Context: an optimization exercise on an open-source flow, tuned for small area, a short achievable clock period and few clock cycles per item. The choices shown serve that exercise and are no tape-out recipe.
Only simulation tests tie the RTL to the original design; equivalence was not proved.
Power figures rest on the tool's default switching activity, not on a simulated workload.

==> job 9443: inputs <==
==> flow/design.v <==
`timescale 1ns / 1ps
package ole_pkg;
  localparam int unsigned VALUE_W = 32;
  localparam int unsigned CAP     = 32;
  localparam int unsigned LEN_W   = 6;    
  localparam int unsigned FIFO_N  = 4;    
  localparam logic [2:0] FUNC_SEARCH    = 3'd0;
  localparam logic [2:0] FUNC_INS_FRONT = 3'd1;
  localparam logic [2:0] FUNC_INS_END   = 3'd2;
  localparam logic [2:0] FUNC_DEL_FRONT = 3'd3;
  localparam logic [2:0] FUNC_DEL_END   = 3'd4;
  localparam logic [2:0] FUNC_INS_AT    = 3'd5;
  localparam logic [2:0] FUNC_DEL_AT    = 3'd6;
  localparam logic [2:0] FUNC_UPDATE_AT = 3'd7;
  localparam logic [1:0] ST_OK     = 2'd0;
  localparam logic [1:0] ST_EMPTY  = 2'd1;
  localparam logic [1:0] ST_BADIDX = 2'd2;
  localparam logic [1:0] ST_FULL   = 2'd3;
endpackage
`timescale 1ns / 1ps
module ole_cell (
  input  logic                        clk_i,
  input  logic                        sel_left_i,
  input  logic                        sel_right_i,
  input  logic                        sel_value_i,
  input  logic [ole_pkg::VALUE_W-1:0] value_i,
  input  logic [ole_pkg::VALUE_W-1:0] left_i,
  input  logic [ole_pkg::VALUE_W-1:0] right_i,
  output logic [ole_pkg::VALUE_W-1:0] data_o,
  output logic                        eq_o
);
  logic [ole_pkg::VALUE_W-1:0] data_q, data_d;
  logic                        hold;
  assign hold   = !(sel_left_i || sel_right_i || sel_value_i);
  assign data_d = ({ole_pkg::VALUE_W{sel_left_i}}  & left_i)
                | ({ole_pkg::VALUE_W{sel_right_i}} & right_i)
                | ({ole_pkg::VALUE_W{sel_value_i}} & value_i)
                | ({ole_pkg::VALUE_W{hold}}        & data_q);
  always_ff @(posedge clk_i) begin
    data_q <= data_d;
  end
  assign eq_o   = (data_q == value_i);
  assign data_o = data_q;
endmodule
`timescale 1ns / 1ps
module ole_ctrl (
  input  logic                          clk_i,
  input  logic                          rst_ni,
  input  logic                          accept_i,
  input  logic [2:0]                    func_i,
  input  logic [7:0]                    index_i,
  input  logic [ole_pkg::VALUE_W-1:0]   value_i,
  output logic [ole_pkg::CAP-1:0]       sel_left_o,
  output logic [ole_pkg::CAP-1:0]       sel_right_o,
  output logic [ole_pkg::CAP-1:0]       sel_value_o,
  output logic [ole_pkg::VALUE_W-1:0]   value_o,
  output logic [ole_pkg::CAP-1:0]       held_o,
  output logic                          x_valid_o,
  output logic                          x_search_o,
  output logic [1:0]                    x_status_o,
  output logic [ole_pkg::LEN_W-1:0]     x_count_o
);
  localparam int unsigned CAP = ole_pkg::CAP;
  logic                        f_search, f_ins, f_del, f_wr, f_del_fe, f_del_at;
  logic                        f_fa, f_fb, f_fc;
  logic [CAP-1:0]              ge;         
  for (genvar k = 0; k < CAP; k++) begin : g_ge
    assign ge[k] = (index_i <= 8'(k));
  end
  assign f_search = (func_i == ole_pkg::FUNC_SEARCH);
  assign f_ins    = (func_i == ole_pkg::FUNC_INS_FRONT) || (func_i == ole_pkg::FUNC_INS_END)
                 || (func_i == ole_pkg::FUNC_INS_AT);
  assign f_del    = (func_i == ole_pkg::FUNC_DEL_FRONT) || (func_i == ole_pkg::FUNC_DEL_END)
                 || (func_i == ole_pkg::FUNC_DEL_AT);
  assign f_wr     = (func_i == ole_pkg::FUNC_UPDATE_AT);
  assign f_del_fe = (func_i == ole_pkg::FUNC_DEL_FRONT) || (func_i == ole_pkg::FUNC_DEL_END);
  assign f_del_at = (func_i == ole_pkg::FUNC_DEL_AT);
  assign f_fa     = (func_i == ole_pkg::FUNC_INS_FRONT) || (func_i == ole_pkg::FUNC_DEL_FRONT);
  assign f_fb     = (func_i == ole_pkg::FUNC_INS_END) || (func_i == ole_pkg::FUNC_DEL_END)
                 || (func_i == ole_pkg::FUNC_INS_AT);
  assign f_fc     = (func_i == ole_pkg::FUNC_INS_AT) || (func_i == ole_pkg::FUNC_DEL_AT)
                 || (func_i == ole_pkg::FUNC_UPDATE_AT);
  logic [CAP-1:0]            held_q, held_d;    
  logic [ole_pkg::LEN_W-1:0] len_q, len_d;
  logic                      full, empty, idx_ok;
  logic                      ins, del_len;
  logic [CAP-1:0]            pos;                
  logic [1:0]                status;
  assign full   = held_q[CAP-1];
  assign empty  = !held_q[0];
  assign idx_ok = (index_i < 8'(len_q));
  assign ins     = accept_i && f_ins && !full;
  assign del_len = accept_i && ((f_del_fe && !empty) || (f_del_at && idx_ok));
  assign pos = {CAP{f_fa}} | ({CAP{f_fb}} & ~held_q) | ({CAP{f_fc}} & ge);
  for (genvar k = 0; k < CAP; k++) begin : g_held
    logic below, above;
    if (k == 0) begin : g_lo
      assign below = 1'b1;
    end else begin : g_mid_lo
      assign below = held_q[k-1];
    end
    if (k == CAP - 1) begin : g_hi
      assign above = 1'b0;
    end else begin : g_mid_hi
      assign above = held_q[k+1];
    end
    always_comb begin
      held_d[k] = held_q[k];
      if (accept_i && f_ins)         held_d[k] = below;
      else if (accept_i && f_del_fe) held_d[k] = above;
      else if (accept_i && f_del_at) held_d[k] = held_q[k] && (above || !ge[k]);
    end
  end
  always_comb begin
    len_d = len_q;
    if (ins)          len_d = len_q + ole_pkg::LEN_W'(1);
    else if (del_len) len_d = len_q - ole_pkg::LEN_W'(1);
  end
  always_comb begin
    status = ole_pkg::ST_OK;
    if (f_ins && full)                      status = ole_pkg::ST_FULL;
    else if ((f_del_fe || f_del_at) && empty) status = ole_pkg::ST_EMPTY;
    else if ((f_del_at || f_wr) && !idx_ok) status = ole_pkg::ST_BADIDX;
  end
  logic                        s_valid, s_ins, s_del, s_insw, s_search;
  logic [CAP-1:0]              s_pos;
  logic [ole_pkg::VALUE_W-1:0] s_value;
  logic [1:0]                  s_status;
  logic [ole_pkg::LEN_W-1:0]   s_count;
  always_ff @(posedge clk_i or negedge rst_ni) begin
    if (!rst_ni) begin
      held_q  <= '0;
      len_q   <= '0;
      s_valid <= 1'b0;
      s_ins   <= 1'b0;
      s_del   <= 1'b0;
      s_insw  <= 1'b0;
    end else begin
      held_q  <= held_d;
      len_q   <= len_d;
      s_valid <= accept_i;
      s_ins   <= ins;
      s_del   <= accept_i && f_del;
      s_insw  <= ins || (accept_i && f_wr);
    end
  end
  always_ff @(posedge clk_i) begin
    s_pos    <= pos;
    s_value  <= value_i;
    s_search <= f_search;
    s_status <= status;
    s_count  <= len_d;
  end
  for (genvar k = 0; k < CAP; k++) begin : g_sel
    if (k == 0) begin : g_front
      assign sel_left_o[k]  = 1'b0;
      assign sel_value_o[k] = s_insw && s_pos[k];
    end else begin : g_inner
      assign sel_left_o[k]  = s_ins && s_pos[k-1];
      assign sel_value_o[k] = s_insw && s_pos[k] && !s_pos[k-1];
    end
    assign sel_right_o[k] = s_del && s_pos[k];
  end
  assign value_o    = s_value;
  assign held_o     = held_q;
  assign x_valid_o  = s_valid;
  assign x_search_o = s_search;
  assign x_status_o = s_status;
  assign x_count_o  = s_count;
endmodule
`timescale 1ns / 1ps
module ordered_list_engine #(
  parameter int unsigned CAPACITY = 32
) (
  input  logic                        clk_i,
  input  logic                        rst_ni,
  input  logic                        in_valid_i,
  output logic                        in_stall_o,
  input  logic [2:0]                  func_i,
  input  logic [7:0]                  index_i,
  input  logic signed [31:0]          value_i,
  output logic                        out_valid_o,
  input  logic                        out_stall_i,
  output logic [1:0]                  status_o,
  output logic                        found_o,
  output logic [8:0]                  count_o
);
  localparam int unsigned CAP    = ole_pkg::CAP;
  localparam int unsigned LEN_W  = ole_pkg::LEN_W;
  localparam int unsigned FIFO_N = ole_pkg::FIFO_N;
  localparam int unsigned RES_W  = 3 + LEN_W;
  logic accept, pop;
  logic stall_q;
  assign accept = in_valid_i && !stall_q;
  logic [CAP-1:0]              sel_left, sel_right, sel_value, held, eq;
  logic [ole_pkg::VALUE_W-1:0] value;
  logic [ole_pkg::VALUE_W-1:0] cell_data [CAP];
  logic                        x_valid, x_search;
  logic [1:0]                  x_status;
  logic [LEN_W-1:0]            x_count;
  ole_ctrl u_ctrl (
    .clk_i       (clk_i),
    .rst_ni      (rst_ni),
    .accept_i    (accept),
    .func_i      (func_i),
    .index_i     (index_i),
    .value_i     (value_i),
    .sel_left_o  (sel_left),
    .sel_right_o (sel_right),
    .sel_value_o (sel_value),
    .value_o     (value),
    .held_o      (held),
    .x_valid_o   (x_valid),
    .x_search_o  (x_search),
    .x_status_o  (x_status),
    .x_count_o   (x_count)
  );
  for (genvar k = 0; k < CAP; k++) begin : g_cell
    logic [ole_pkg::VALUE_W-1:0] left_data, right_data;
    if (k == 0) begin : g_front
      assign left_data = value;
    end else begin : g_inner_l
      assign left_data = cell_data[k-1];
    end
    if (k == CAP - 1) begin : g_back
      assign right_data = cell_data[k];
    end else begin : g_inner_r
      assign right_data = cell_data[k+1];
    end
    ole_cell u_cell (
      .clk_i       (clk_i),
      .sel_left_i  (sel_left[k]),
      .sel_right_i (sel_right[k]),
      .sel_value_i (sel_value[k]),
      .value_i     (value),
      .left_i      (left_data),
      .right_i     (right_data),
      .data_o      (cell_data[k]),
      .eq_o        (eq[k])
    );
  end
  localparam int unsigned GRP = 4;
  logic                 y_valid, y_search;
  logic [CAP/GRP-1:0]   y_match;
  logic [1:0]           y_status;
  logic [LEN_W-1:0]     y_count;
  logic [CAP-1:0]       hit;
  assign hit = eq & held;
  always_ff @(posedge clk_i or negedge rst_ni) begin
    if (!rst_ni) y_valid <= 1'b0;
    else         y_valid <= x_valid;
  end
  always_ff @(posedge clk_i) begin
    for (int g = 0; g < CAP / GRP; g++) y_match[g] <= |hit[g*GRP +: GRP];
    y_search <= x_search;
    y_status <= x_status;
    y_count  <= x_count;
  end
  logic [RES_W-1:0] y_res;
  assign y_res = {y_status, y_search && (|y_match), y_count};
  logic [RES_W-1:0]  q_data [FIFO_N];
  logic [FIFO_N-1:0] occ_q, occ_d;
  assign pop = occ_q[0] && !out_stall_i;
  for (genvar i = 0; i < FIFO_N; i++) begin : g_q
    logic             load;
    logic [RES_W-1:0] nxt;
    assign load = pop || !occ_q[i];
    if (i == FIFO_N - 1) begin : g_last
      assign nxt = y_res;
    end else begin : g_mid
      assign nxt = (pop && occ_q[i+1]) ? q_data[i+1] : y_res;
    end
    always_ff @(posedge clk_i) begin
      if (load) q_data[i] <= nxt;
    end
  end
  always_comb begin
    occ_d = occ_q;
    if (y_valid && !pop)      occ_d = {occ_q[FIFO_N-2:0], 1'b1};
    else if (!y_valid && pop) occ_d = {1'b0, occ_q[FIFO_N-1:1]};
  end
  logic [FIFO_N-1:0] fl_q, fl_d;
  always_comb begin
    fl_d = fl_q;
    if (accept && !pop)      fl_d = {fl_q[FIFO_N-2:0], 1'b1};
    else if (!accept && pop) fl_d = {1'b0, fl_q[FIFO_N-1:1]};
  end
  always_ff @(posedge clk_i or negedge rst_ni) begin
    if (!rst_ni) begin
      occ_q   <= '0;
      fl_q    <= '0;
      stall_q <= 1'b0;
    end else begin
      occ_q   <= occ_d;
      fl_q    <= fl_d;
      stall_q <= fl_d[FIFO_N-1];
    end
  end
  assign in_stall_o  = stall_q;
  assign out_valid_o = occ_q[0];
  assign status_o    = q_data[0][RES_W-1 -: 2];
  assign found_o     = q_data[0][LEN_W];
  assign count_o     = 9'(q_data[0][LEN_W-1:0]);
endmodule
==> flow/run.sh <==
#!/bin/bash
# synth_recipe.tcl (not shown) runs the flow's synth.tcl, then flattens the netlist and writes it again
# the make line also repeats each setting of config.mk as NAME=value (left out here)
make -C /OpenROAD-flow-scripts/flow DESIGN_CONFIG=/design/flow/config.mk WORK_HOME=/design/flow/orfs CLKGATE_MAP_FILE= SYNTH_SCRIPT=/design/flow/synth_recipe.tcl finish
==> flow/config.mk <==
export PLATFORM = sky130hd
export DESIGN_NAME = ordered_list_engine
export DESIGN_NICKNAME = ordered_list_engine
export VERILOG_FILES = /design/flow/design.v
export SDC_FILE = /design/flow/constraint.sdc
export NUM_CORES = 4
export LEC_CHECK = 0
export CAP_MARGIN = 20
export CORE_MARGIN = 2
export CORE_UTILIZATION = 40
export SETUP_SLACK_MARGIN = 3.0
export SLEW_MARGIN = 20
==> flow/constraint.sdc <==
create_clock -name core_clock -period 5.5 [get_ports {clk_i}]
set_input_delay 1.1000 -clock core_clock [delete_from_list [all_inputs] [get_ports {clk_i}]]
set_output_delay 1.1000 -clock core_clock [all_outputs]
set_load 0.01 [all_outputs]
==> inputs of job 9189, as changes to job 9443 <==
--- a/flow/design.v
+++ b/flow/design.v
@@ -82,3 +82,3 @@
                  || (func_i == ole_pkg::FUNC_UPDATE_AT);
-  logic [CAP-1:0]            held_q, held_d;    
+  logic [CAP-1:0]            held_q;            
   logic [ole_pkg::LEN_W-1:0] len_q, len_d;
@@ -88,4 +88,9 @@
   logic [1:0]                status;
-  assign full   = held_q[CAP-1];
-  assign empty  = !held_q[0];
+  for (genvar k = 0; k < CAP; k++) begin : g_held
+    assign held_q[k] = (len_q > ole_pkg::LEN_W'(k));
+  end
+  logic                      full_q, empty_q, full_d, empty_d;
+  logic [ole_pkg::LEN_W-1:0] len_inc_q, len_dec_q, len_inc_d, len_dec_d;
+  assign full   = full_q;
+  assign empty  = empty_q;
   assign idx_ok = (index_i < 8'(len_q));
@@ -94,32 +99,37 @@
   assign pos = {CAP{f_fa}} | ({CAP{f_fb}} & ~held_q) | ({CAP{f_fc}} & ge);
-  for (genvar k = 0; k < CAP; k++) begin : g_held
-    logic below, above;
-    if (k == 0) begin : g_lo
-      assign below = 1'b1;
-    end else begin : g_mid_lo
-      assign below = held_q[k-1];
-    end
-    if (k == CAP - 1) begin : g_hi
-      assign above = 1'b0;
-    end else begin : g_mid_hi
-      assign above = held_q[k+1];
-    end
-    always_comb begin
-      held_d[k] = held_q[k];
-      if (accept_i && f_ins)         held_d[k] = below;
-      else if (accept_i && f_del_fe) held_d[k] = above;
-      else if (accept_i && f_del_at) held_d[k] = held_q[k] && (above || !ge[k]);
-    end
-  end
+  logic [ole_pkg::LEN_W-1:0] c_len [2], c_inc [2], c_dec [2];
+  logic                      c_full [2], c_empty [2];
+  logic [1:0]                c_status [2];
   always_comb begin
-    len_d = len_q;
-    if (ins)          len_d = len_q + ole_pkg::LEN_W'(1);
-    else if (del_len) len_d = len_q - ole_pkg::LEN_W'(1);
-  end
-  always_comb begin
-    status = ole_pkg::ST_OK;
-    if (f_ins && full)                      status = ole_pkg::ST_FULL;
-    else if ((f_del_fe || f_del_at) && empty) status = ole_pkg::ST_EMPTY;
-    else if ((f_del_at || f_wr) && !idx_ok) status = ole_pkg::ST_BADIDX;
-  end
+    for (int ok = 0; ok < 2; ok++) begin
+      c_len[ok]   = len_q;
+      c_inc[ok]   = len_inc_q;
+      c_dec[ok]   = len_dec_q;
+      c_full[ok]  = full_q;
+      c_empty[ok] = empty_q;
+      if (ins) begin
+        c_len[ok]   = len_inc_q;
+        c_inc[ok]   = len_inc_q + ole_pkg::LEN_W'(1);
+        c_dec[ok]   = len_q;
+        c_full[ok]  = (len_q == ole_pkg::LEN_W'(CAP - 1));
+        c_empty[ok] = 1'b0;
+      end else if (accept_i && ((f_del_fe && !empty) || (f_del_at && (ok == 1)))) begin
+        c_len[ok]   = len_dec_q;
+        c_inc[ok]   = len_q;
+        c_dec[ok]   = len_dec_q - ole_pkg::LEN_W'(1);
+        c_full[ok]  = 1'b0;
+        c_empty[ok] = (len_q == ole_pkg::LEN_W'(1));
+      end
+      c_status[ok] = ole_pkg::ST_OK;
+      if (f_ins && full)                          c_status[ok] = ole_pkg::ST_FULL;
+      else if ((f_del_fe || f_del_at) && empty)   c_status[ok] = ole_pkg::ST_EMPTY;
+      else if ((f_del_at || f_wr) && (ok == 0))   c_status[ok] = ole_pkg::ST_BADIDX;
+    end
+  end
+  assign len_d     = idx_ok ? c_len[1]    : c_len[0];
+  assign len_inc_d = idx_ok ? c_inc[1]    : c_inc[0];
+  assign len_dec_d = idx_ok ? c_dec[1]    : c_dec[0];
+  assign full_d    = idx_ok ? c_full[1]   : c_full[0];
+  assign empty_d   = idx_ok ? c_empty[1]  : c_empty[0];
+  assign status    = idx_ok ? c_status[1] : c_status[0];
   logic                        s_valid, s_ins, s_del, s_insw, s_search;
@@ -131,4 +141,7 @@
     if (!rst_ni) begin
-      held_q  <= '0;
-      len_q   <= '0;
+      len_q     <= '0;
+      len_inc_q <= ole_pkg::LEN_W'(1);
+      len_dec_q <= '1;
+      full_q    <= 1'b0;
+      empty_q   <= 1'b1;
       s_valid <= 1'b0;
@@ -138,4 +151,7 @@
     end else begin
-      held_q  <= held_d;
-      len_q   <= len_d;
+      len_q     <= len_d;
+      len_inc_q <= len_inc_d;
+      len_dec_q <= len_dec_d;
+      full_q    <= full_d;
+      empty_q   <= empty_d;
       s_valid <= accept_i;
@@ -264,13 +280,18 @@
   for (genvar i = 0; i < FIFO_N; i++) begin : g_q
-    logic             load;
-    logic [RES_W-1:0] nxt;
-    assign load = pop || !occ_q[i];
+    logic sel_shift, sel_new, sel_hold;
     if (i == FIFO_N - 1) begin : g_last
-      assign nxt = y_res;
+      assign sel_shift = 1'b0;
+      assign sel_new   = pop || !occ_q[i];
+      always_ff @(posedge clk_i) begin
+        q_data[i] <= ({RES_W{sel_new}} & y_res) | ({RES_W{sel_hold}} & q_data[i]);
+      end
     end else begin : g_mid
-      assign nxt = (pop && occ_q[i+1]) ? q_data[i+1] : y_res;
-    end
-    always_ff @(posedge clk_i) begin
-      if (load) q_data[i] <= nxt;
+      assign sel_shift = pop && occ_q[i+1];
+      assign sel_new   = (pop && !occ_q[i+1]) || !occ_q[i];
+      always_ff @(posedge clk_i) begin
+        q_data[i] <= ({RES_W{sel_shift}} & q_data[i+1]) | ({RES_W{sel_new}} & y_res)
+                   | ({RES_W{sel_hold}} & q_data[i]);
+      end
     end
+    assign sel_hold = !pop && occ_q[i];
   end
@@ -291,3 +312,2 @@
       fl_q    <= '0;
-      stall_q <= 1'b0;
     end else begin
@@ -295,5 +315,7 @@
       fl_q    <= fl_d;
-      stall_q <= fl_d[FIFO_N-1];
     end
   end
+  always_ff @(posedge clk_i) begin
+    stall_q <= fl_d[FIFO_N-1];
+  end
   assign in_stall_o  = stall_q;
--- a/flow/config.mk
+++ b/flow/config.mk
@@ -9,4 +9,6 @@
 export CORE_MARGIN = 2
-export CORE_UTILIZATION = 40
-export SETUP_SLACK_MARGIN = 3.0
+export CORE_UTILIZATION = 60
+export CTS_CLUSTER_DIAMETER = 100
+export CTS_CLUSTER_SIZE = 20
+export SETUP_SLACK_MARGIN = 3.1
 export SLEW_MARGIN = 20
==> inputs of job 1419, as changes to job 9443 <==
--- a/flow/design.v
+++ b/flow/design.v
@@ -82,3 +82,3 @@
                  || (func_i == ole_pkg::FUNC_UPDATE_AT);
-  logic [CAP-1:0]            held_q, held_d;    
+  logic [CAP-1:0]            held_q;            
   logic [ole_pkg::LEN_W-1:0] len_q, len_d;
@@ -88,4 +88,9 @@
   logic [1:0]                status;
-  assign full   = held_q[CAP-1];
-  assign empty  = !held_q[0];
+  for (genvar k = 0; k < CAP; k++) begin : g_held
+    assign held_q[k] = (len_q > ole_pkg::LEN_W'(k));
+  end
+  logic                      full_q, empty_q, full_d, empty_d;
+  logic [ole_pkg::LEN_W-1:0] len_inc_q, len_dec_q, len_inc_d, len_dec_d;
+  assign full   = full_q;
+  assign empty  = empty_q;
   assign idx_ok = (index_i < 8'(len_q));
@@ -94,32 +99,37 @@
   assign pos = {CAP{f_fa}} | ({CAP{f_fb}} & ~held_q) | ({CAP{f_fc}} & ge);
-  for (genvar k = 0; k < CAP; k++) begin : g_held
-    logic below, above;
-    if (k == 0) begin : g_lo
-      assign below = 1'b1;
-    end else begin : g_mid_lo
-      assign below = held_q[k-1];
-    end
-    if (k == CAP - 1) begin : g_hi
-      assign above = 1'b0;
-    end else begin : g_mid_hi
-      assign above = held_q[k+1];
-    end
-    always_comb begin
-      held_d[k] = held_q[k];
-      if (accept_i && f_ins)         held_d[k] = below;
-      else if (accept_i && f_del_fe) held_d[k] = above;
-      else if (accept_i && f_del_at) held_d[k] = held_q[k] && (above || !ge[k]);
-    end
-  end
+  logic [ole_pkg::LEN_W-1:0] c_len [2], c_inc [2], c_dec [2];
+  logic                      c_full [2], c_empty [2];
+  logic [1:0]                c_status [2];
   always_comb begin
-    len_d = len_q;
-    if (ins)          len_d = len_q + ole_pkg::LEN_W'(1);
-    else if (del_len) len_d = len_q - ole_pkg::LEN_W'(1);
-  end
-  always_comb begin
-    status = ole_pkg::ST_OK;
-    if (f_ins && full)                      status = ole_pkg::ST_FULL;
-    else if ((f_del_fe || f_del_at) && empty) status = ole_pkg::ST_EMPTY;
-    else if ((f_del_at || f_wr) && !idx_ok) status = ole_pkg::ST_BADIDX;
-  end
+    for (int ok = 0; ok < 2; ok++) begin
+      c_len[ok]   = len_q;
+      c_inc[ok]   = len_inc_q;
+      c_dec[ok]   = len_dec_q;
+      c_full[ok]  = full_q;
+      c_empty[ok] = empty_q;
+      if (ins) begin
+        c_len[ok]   = len_inc_q;
+        c_inc[ok]   = len_inc_q + ole_pkg::LEN_W'(1);
+        c_dec[ok]   = len_q;
+        c_full[ok]  = (len_q == ole_pkg::LEN_W'(CAP - 1));
+        c_empty[ok] = 1'b0;
+      end else if (accept_i && ((f_del_fe && !empty) || (f_del_at && (ok == 1)))) begin
+        c_len[ok]   = len_dec_q;
+        c_inc[ok]   = len_q;
+        c_dec[ok]   = len_dec_q - ole_pkg::LEN_W'(1);
+        c_full[ok]  = 1'b0;
+        c_empty[ok] = (len_q == ole_pkg::LEN_W'(1));
+      end
+      c_status[ok] = ole_pkg::ST_OK;
+      if (f_ins && full)                          c_status[ok] = ole_pkg::ST_FULL;
+      else if ((f_del_fe || f_del_at) && empty)   c_status[ok] = ole_pkg::ST_EMPTY;
+      else if ((f_del_at || f_wr) && (ok == 0))   c_status[ok] = ole_pkg::ST_BADIDX;
+    end
+  end
+  assign len_d     = idx_ok ? c_len[1]    : c_len[0];
+  assign len_inc_d = idx_ok ? c_inc[1]    : c_inc[0];
+  assign len_dec_d = idx_ok ? c_dec[1]    : c_dec[0];
+  assign full_d    = idx_ok ? c_full[1]   : c_full[0];
+  assign empty_d   = idx_ok ? c_empty[1]  : c_empty[0];
+  assign status    = idx_ok ? c_status[1] : c_status[0];
   logic                        s_valid, s_ins, s_del, s_insw, s_search;
@@ -131,4 +141,7 @@
     if (!rst_ni) begin
-      held_q  <= '0;
-      len_q   <= '0;
+      len_q     <= '0;
+      len_inc_q <= ole_pkg::LEN_W'(1);
+      len_dec_q <= '1;
+      full_q    <= 1'b0;
+      empty_q   <= 1'b1;
       s_valid <= 1'b0;
@@ -138,4 +151,7 @@
     end else begin
-      held_q  <= held_d;
-      len_q   <= len_d;
+      len_q     <= len_d;
+      len_inc_q <= len_inc_d;
+      len_dec_q <= len_dec_d;
+      full_q    <= full_d;
+      empty_q   <= empty_d;
       s_valid <= accept_i;
@@ -264,13 +280,18 @@
   for (genvar i = 0; i < FIFO_N; i++) begin : g_q
-    logic             load;
-    logic [RES_W-1:0] nxt;
-    assign load = pop || !occ_q[i];
+    logic sel_shift, sel_new, sel_hold;
     if (i == FIFO_N - 1) begin : g_last
-      assign nxt = y_res;
+      assign sel_shift = 1'b0;
+      assign sel_new   = pop || !occ_q[i];
+      always_ff @(posedge clk_i) begin
+        q_data[i] <= ({RES_W{sel_new}} & y_res) | ({RES_W{sel_hold}} & q_data[i]);
+      end
     end else begin : g_mid
-      assign nxt = (pop && occ_q[i+1]) ? q_data[i+1] : y_res;
-    end
-    always_ff @(posedge clk_i) begin
-      if (load) q_data[i] <= nxt;
+      assign sel_shift = pop && occ_q[i+1];
+      assign sel_new   = (pop && !occ_q[i+1]) || !occ_q[i];
+      always_ff @(posedge clk_i) begin
+        q_data[i] <= ({RES_W{sel_shift}} & q_data[i+1]) | ({RES_W{sel_new}} & y_res)
+                   | ({RES_W{sel_hold}} & q_data[i]);
+      end
     end
+    assign sel_hold = !pop && occ_q[i];
   end
@@ -291,3 +312,2 @@
       fl_q    <= '0;
-      stall_q <= 1'b0;
     end else begin
@@ -295,5 +315,7 @@
       fl_q    <= fl_d;
-      stall_q <= fl_d[FIFO_N-1];
     end
   end
+  always_ff @(posedge clk_i) begin
+    stall_q <= fl_d[FIFO_N-1];
+  end
   assign in_stall_o  = stall_q;
--- a/flow/config.mk
+++ b/flow/config.mk
@@ -9,4 +9,6 @@
 export CORE_MARGIN = 2
-export CORE_UTILIZATION = 40
-export SETUP_SLACK_MARGIN = 3.0
+export CORE_UTILIZATION = 60
+export CTS_CLUSTER_DIAMETER = 60
+export CTS_CLUSTER_SIZE = 30
+export SETUP_SLACK_MARGIN = 3.1
 export SLEW_MARGIN = 20
==> comparison <==
- Routed wire length: job 9443 > job 1419 > job 9189.
- Total power, lowest first: job 9189, job 1419, job 9443.
- In job 1419 the area after synthesis is lower than in job 9443, by 2.0%.
- Job 9189 completed with no timing, DRC or antenna violations. Job 1419 ran to the end with no violations. Job 9443 completed with no timing, DRC or antenna violations.
- Critical path depth is the same in job 9189 and job 1419.
- In job 1419 the via count is larger than in job 9189, by about 0.7%.
- Of job 9443 and job 9189, job 9189 has the higher utilization (gap 20 points).
Testbench counts of job 9443, summed over its fixed seeds: cycles 16,024, items 16,000.
Testbench counts of job 9189, summed over its fixed seeds: cycles 16,024, items 16,000.
Testbench counts of job 1419, summed over its fixed seeds: cycles 16,024, items 16,000.

## afterwards: timing with drivers on the ports
Ports are ideal in the flow. The routed layouts listed here were re-timed in OpenROAD. Step 1 assumes that a clkbuf_16 drives the clock port and a buf_2 every other input. Step 2 also shifts input and output timing later by t, the mid clock arrival at the registers, as if the neighbouring blocks saw the same clock. Three values: ideal ports, drivers, drivers and shift; two values: the first two.
run	t, ns	setup slack, ns	worst setup path after step 2	latest minus earliest clock arrival (ns)	worst data-port slew with drivers (ns)
job 9443	0.873	3.005 / 2.959 / 2.184	input to register	0.038 / 0.037	0.17
job 9189	0.756	3.071 / 3.064 / 2.378	input to register	0.030 / 0.030	0.04
job 1419	0.808	3.047 / 3.022 / 2.351	input to register	0.039 / 0.039	0.04
After both steps setup and hold are still met in every run listed. For job 9443, which loses most, drivers alone change the setup slack by -0.046 ns; drivers and shift together by -0.821 ns.
